Background: an optimization exercise with open tools, aiming at small area and a short achievable clock period. Do not read the settings as production practice.
RTL that was checked went through simulation tests only; none was proved equivalent to the original.
The clock port is modelled as an ideal driver; clocking choices that lean on that would not hold on a real chip.
Power is estimated from default activity; no workload was simulated.

==> run H: inputs <==
// gamma_interp_11bit
module gamma_interp_11bit #(
  parameter int OUT_W = 10
) (
  input  logic             clk,
  input  logic             rst_n,
  input  logic             i_hs,
  input  logic             i_vs,
  input  logic [4:0]       idx,
  input  logic [10:0]      pixel_in,
  input  logic [10:0]      lowLevel,
  input  logic [10:0]      highLevel,
  input  logic             lut_we,
  input  logic [5:0]       lut_addr,
  input  logic [OUT_W-1:0] lut_wdata,
  input  logic             lut_commit,
  output logic             commit_pending,
  output logic             o_hs,
  output logic             o_vs,
  output logic [OUT_W-1:0] pix_out
);
  localparam int N = 33;
  function automatic logic [9:0] ramp(input int k);
    logic [31:0] v;
    v = 32'(k) * 32;
    if (v > 1023) v = 1023;
    ramp = v[9:0];
  endfunction
  logic [9:0] r_shadow [N];
  logic [9:0] r_active [N];
  logic       r_act_ramp;    
  logic       r_pend;
  logic       r_vs_prev;
  logic       w_copy;
  assign w_copy         = r_pend & r_vs_prev & ~i_vs;
  assign commit_pending = r_pend;
  always_ff @(posedge clk or negedge rst_n) begin
    if (!rst_n) begin
      r_pend    <= 1'b0;
      r_vs_prev <= 1'b0;
    end else begin
      r_pend    <= lut_commit | (r_pend & ~w_copy);
      r_vs_prev <= i_vs;
    end
  end
  always_ff @(posedge clk or negedge rst_n) begin
    if (!rst_n) begin
      for (int k = 0; k < N; k++) r_shadow[k] <= ramp(k);
    end else if (lut_we && lut_addr <= 6'd32) begin
      r_shadow[lut_addr] <= lut_wdata;
    end
  end
  always_ff @(posedge clk or negedge rst_n) begin
    if (!rst_n) r_act_ramp <= 1'b1;
    else if (w_copy) r_act_ramp <= 1'b0;
  end
  always_ff @(posedge clk) begin
    if (w_copy)
  ...
clock: 10.0 ns
lec_check: 0
abc_area: 1
cap_margin: 20
core_margin: 2
core_utilization: 50
cts_cluster_diameter: 80
cts_cluster_size: 25
slew_margin: 60
synth_hierarchical: 1
tns_end_percent: 0
standard.sh (not shown) runs the stock make flow with config.mk's settings and CLKGATE_MAP_FILE= SYNTH_SCRIPT=/design/flow/synth_recipe.tcl, a recipe that flattens the netlist after the stock synthesis.
==> flow/flow/run.sh <==
#!/bin/bash
set -euo pipefail
mapfile -t EXTRA < <(grep -v '^#' flow/extra.txt | grep .)
bash standard.sh "${EXTRA[@]}" finish > standard.log 2>&1
==> flow/flow/extra.txt <==
SETUP_SLACK_MARGIN=7.0
ADDER_MAP_FILE=
BUFFER_PORTS_ARGS=-buffer_cell sky130_fd_sc_hd__buf_4
==> run Z (differences from run H) <==
==> flow/flow/run.sh (replaced) <==
#!/bin/bash
# The standard layout (standard.sh: ORFS synthesis through finish) with
# extra ORFS settings from flow/extra.txt (one VAR=value per line), and one
# added step after clock tree synthesis: flow/recover.tcl downsizes cells
# (to smaller drive strengths of the same cell) wherever that keeps the worst
# setup slack, then legalizes placement. The design is still built and signed
# off at the design's clock period and constraints.
set -euo pipefail
mapfile -t EXTRA < <(grep -v '^#' flow/extra.txt | grep .)
bash standard.sh "${EXTRA[@]}" cts > standard_cts.log 2>&1
openroad -no_init -exit flow/recover.tcl > recover.log 2>&1
bash standard.sh "${EXTRA[@]}" finish > standard.log 2>&1
==> flow/flow/recover.tcl (new file) <==
# Area recovery after CTS: try each logic cell at smaller drive strengths of
# the same function and keep the smallest one that leaves the worst setup
# slack (placement parasitics) no worse than before. Clock tree cells are
# left alone. Then legalize the placement and write the CTS result back.
set res orfs/results/$::env(FLOW_PLATFORM)/gamma_interp_11bit/base
set plat $::env(FLOW_HOME)/platforms/$::env(FLOW_PLATFORM)
foreach lib [glob $plat/lib/*.lib] {
  if {![string match *dummy* $lib]} { read_liberty $lib }
}
read_db $res/4_cts.odb
read_sdc $res/4_cts.sdc
source $plat/setRC.tcl
set_propagated_clock [all_clocks]
estimate_parasitics -placement
set target [worst_slack -max]
puts "before: wns $target area [rsz::design_area]"
set n 0
foreach inst [get_cells *] {
  if {[catch {set lc [get_lib_cells -of_objects $inst]}] || $lc eq "NULL" || $lc eq ""} continue
  if {[catch {set name [get_name $lc]}]} continue
  if {![regexp {^(sky130_fd_sc_hd__[a-z0-9]+)_([0-9]+)$} $name -> base size]} continue
  if {[regexp {clkbuf|clkinv|clkdly|dlygate|dlymetal|tap|fill|decap|conb} $base]} continue
  set cands {}
  foreach c [get_lib_cells ${base}_*] {
    set cn [get_name $c]
    if {[regexp {_([0-9]+)$} $cn -> s2] && $s2 < $size} { lappend cands [list $s2 $cn] }
  }
  foreach c [lsort -integer -index 0 $cands] {
    set cn [lindex $c 1]
    replace_cell $inst $cn
    if {[worst_slack -max] >= $target} { incr n; break }
    replace_cell $inst $name
  }
}
puts "downsized $n cells"
detailed_placement
check_placement
estimate_parasitics -placement
puts "after: wns [worst_slack -max] area [rsz::design_area]"
write_db $res/4_cts.odb
- CORE_UTILIZATION: 50 -> 40
==> run E (differences from run H) <==
--- a/flow/design.v
+++ b/flow/design.v
@@ -39,62 +39,64 @@
       r_vs_prev <= 1'b0;
     end else begin
       r_pend    <= lut_commit | (r_pend & ~w_copy);
       r_vs_prev <= i_vs;
     end
   end
+  logic [N-1:0] r_sramp;
+  logic [N-1:0] w_we;
+  logic [N-1:0] w_cs, w_cr;    
+  logic         w_hold;
+  always_comb
+    for (int k = 0; k < N; k++) w_we[k] = lut_we & (lut_addr == 6'(k));
   always_ff @(posedge clk or negedge rst_n) begin
-    if (!rst_n) begin
-      for (int k = 0; k < N; k++) r_shadow[k] <= ramp(k);
-    end else if (lut_we && lut_addr <= 6'd32) begin
-      r_shadow[lut_addr] <= lut_wdata;
-    end
+    if (!rst_n) r_sramp <= '1;
+    else        r_sramp <= r_sramp & ~w_we;
   end
+  always_ff @(posedge clk)
+    for (int k = 0; k < N; k++)
+      r_shadow[k] <= ({10{w_we[k]}} & lut_wdata) | ({10{~w_we[k]}} & r_shadow[k]);
   always_ff @(posedge clk or negedge rst_n) begin
     if (!rst_n) r_act_ramp <= 1'b1;
     else if (w_copy) r_act_ramp <= 1'b0;
   end
-  always_ff @(posedge clk) begin
-    if (w_copy)
-      for (int k = 0; k < N; k++) r_active[k] <= r_shadow[k];
-  end
+  assign w_hold = ~w_copy;
+  assign w_cs   = {N{w_copy}} & ~r_sramp;
+  assign w_cr   = {N{w_copy}} & r_sramp;
+  always_ff @(posedge clk)
+    for (int k = 0; k < N; k++)
+      r_active[k] <= ({10{w_cs[k]}} & r_shadow[k]) | ({10{w_cr[k]}} & ramp(k)) |
+                     ({10{w_hold}} & r_active[k]);
   logic [329:0] w_act;
   logic [9:0]   w_ye, w_yo;
   logic [10:0]  w_d, w_w;
   always_comb
     for (int k = 0; k < N; k++) w_act[10*k +: 10] = r_active[k];
   gi_read u_read (.idx(idx), .ramp(r_act_ramp), .act(w_act), .ye(w_ye), .yo(w_yo));
   gi_sub11 u_subd (.a(pixel_in), .b(lowLevel), .y(w_d));
   gi_sub11 u_subw (.a(highLevel), .b(lowLevel), .y(w_w));
+  logic [3:0]  w_s;
+  gi_log2 u_log2 (.w(w_w), .s(w_s));
   logic [9:0]  r_ye_1, r_yo_1;
   logic        r_b_1;
   logic [10:0] r_d_1;
-  logic [10:0] r_w_1;
+  logic [3:0]  r_s_1;
   logic        r_wz_1;
   logic        r_blank_1;
   always_ff @(posedge clk) begin
     r_ye_1 <= w_ye;
     r_yo_1 <= w_yo;
     r_b_1  <= idx[0];
     r_d_1  <= w_d;
-    r_w_1  <= w_w;
+    r_s_1  <= w_s;
     r_wz_1 <= (highLevel == lowLevel);
   end
   always_ff @(posedge clk or negedge rst_n) begin
     if (!rst_n) r_blank_1 <= 1'b1;
     else        r_blank_1 <= ~(i_hs & i_vs);
   end
-  logic [10:0] w_top;
-  logic [3:0]  w_s;
-  always_comb begin
-    for (int k = 0; k < 11; k++) w_top[k] = r_w_1[k] & ~|(r_w_1 >> (k + 1));
-    for (int b = 0; b < 4; b++) begin
-      w_s[b] = 1'b0;
-      for (int k = 0; k < 11; k++) if ((k >> b) & 1) w_s[b] = w_s[b] | w_top[k];
-    end
-  end
   logic [9:0]         w_y0, w_y1;
   logic [10:0]        w_x;
   logic [12:0]        w_db;
   logic [5:0]         w_one, w_two, w_ng;
   logic [11:0]        w_pp0, w_pp1, w_pp2, w_pp3, w_pp4, w_pp5;
   logic [22:0]        w_sa, w_sb;
@@ -505,13 +507,13 @@
   logic [3:0]  r_s_2;
   logic        r_blank_2;
   always_ff @(posedge clk) begin
     r_sa_2 <= w_sa;
     r_sb_2 <= w_sb;
     r_y0_2 <= w_y0;
-    r_s_2  <= w_s;
+    r_s_2  <= r_s_1;
   end
   always_ff @(posedge clk or negedge rst_n) begin
     if (!rst_n) r_blank_2 <= 1'b1;
     else        r_blank_2 <= r_blank_1;
   end
   logic [22:0] w_ta, w_tb, w_t;
@@ -1028,6 +1030,19 @@
   assign y[6] = (m_p6 ^ m_g5_3);
   assign y[7] = (m_p7 ^ m_g6_3);
   assign y[8] = (m_p8 ^ m_g7_3);
   assign y[9] = (m_p9 ^ m_g8_4);
   assign y[10] = (m_p10 ^ m_g9_4);
 endmodule
+module gi_log2 (
+  input  logic [10:0] w,
+  output logic [3:0]  s
+);
+  logic [10:0] top;
+  always_comb begin
+    for (int k = 0; k < 11; k++) top[k] = w[k] & ~|(w >> (k + 1));
+    for (int b = 0; b < 4; b++) begin
+      s[b] = 1'b0;
+      for (int k = 0; k < 11; k++) if ((k >> b) & 1) s[b] = s[b] | top[k];
+    end
+  end
+endmodule
- CORE_UTILIZATION: 50 -> 40
- TNS_END_PERCENT: 0 -> 20
==> notes.md <==
quantity                                                  run E           run Z           run H
Worst reg2reg startpoint                                  r_b_1           r_b_1       r_sb_2[6]
Total design power                                     11.42 mW        10.93 mW        10.72 mW
Die X                                                  302.1 um        304.8 um        273.0 um
Worst Reg-to-Reg Cells                                       21              27              24
Floorplan die height                                   302.1 um        304.8 um        273.0 um
Sequential group power                                  4.06 mW         4.05 mW         4.05 mW
CP bufs+invs                                                  1               2               4
CTS buffer count                                             46              42              42
Fin area                                            42290 sq um     41150 sq um     40560 sq um
Filler Cells Inserted                                      8243            8795            6563
Sequential cell area in the final layout            19790 sq um     20810 sq um     20790 sq um
Via density                                               5.226           5.116           5.343
Status                                           finished clean  finished clean  finished clean
Overall via count from detail_route                       28030           27980           27720
Resized cells post-CTS                                      164             120              48
Area added between synthesis and finish                  19.02%          13.70%          12.07%
Placed standard-cell area                           37760 sq um     38210 sq um     37930 sq um
Met3 demand-to-capacity share in global routing         0.02751         0.02058         0.03611
Final std cells w/o fill                                   5364            5468            5187
Clock Latency Late Sink                                 0.65 ns         0.65 ns         0.62 ns
Internal Power                                         6.653 mW        6.385 mW        6.281 mW
The RTL of run E was laid out without a check of its function.

-- re-timing with driven ports --
No port has a modelled driver above. Below, the same layouts with a new extraction and two added sets of constraints.
Step 1 sets driving cells, clkbuf_16 on the clock port and buf_2 on the other inputs (assumed; they add their load-dependent delay and slew).
Step 2 adds t to the input delays and takes it off the output delays; t is the mean of the earliest and latest rising clock arrival at the registers after step 1. Input paths then give back, and output paths get back, about the clock's delay inside the block.
Slacks: no drivers / after step 1 / after step 2; pairs: no drivers / after step 1.
run	shift t [ns]	slack for setup (ns)	worst register clock-pin slew, ns
run H	0.665	6.780 / 6.786 / 6.121	0.10 / 0.10
run Z	0.686	6.730 / 6.716 / 6.029	0.10 / 0.10
run E	0.688	6.801 / 6.772 / 6.133	0.10 / 0.10
After both steps every run listed still meets setup and hold. For run Z, which loses most, drivers alone change the setup slack by -0.014 ns; drivers and shift together by -0.701 ns.
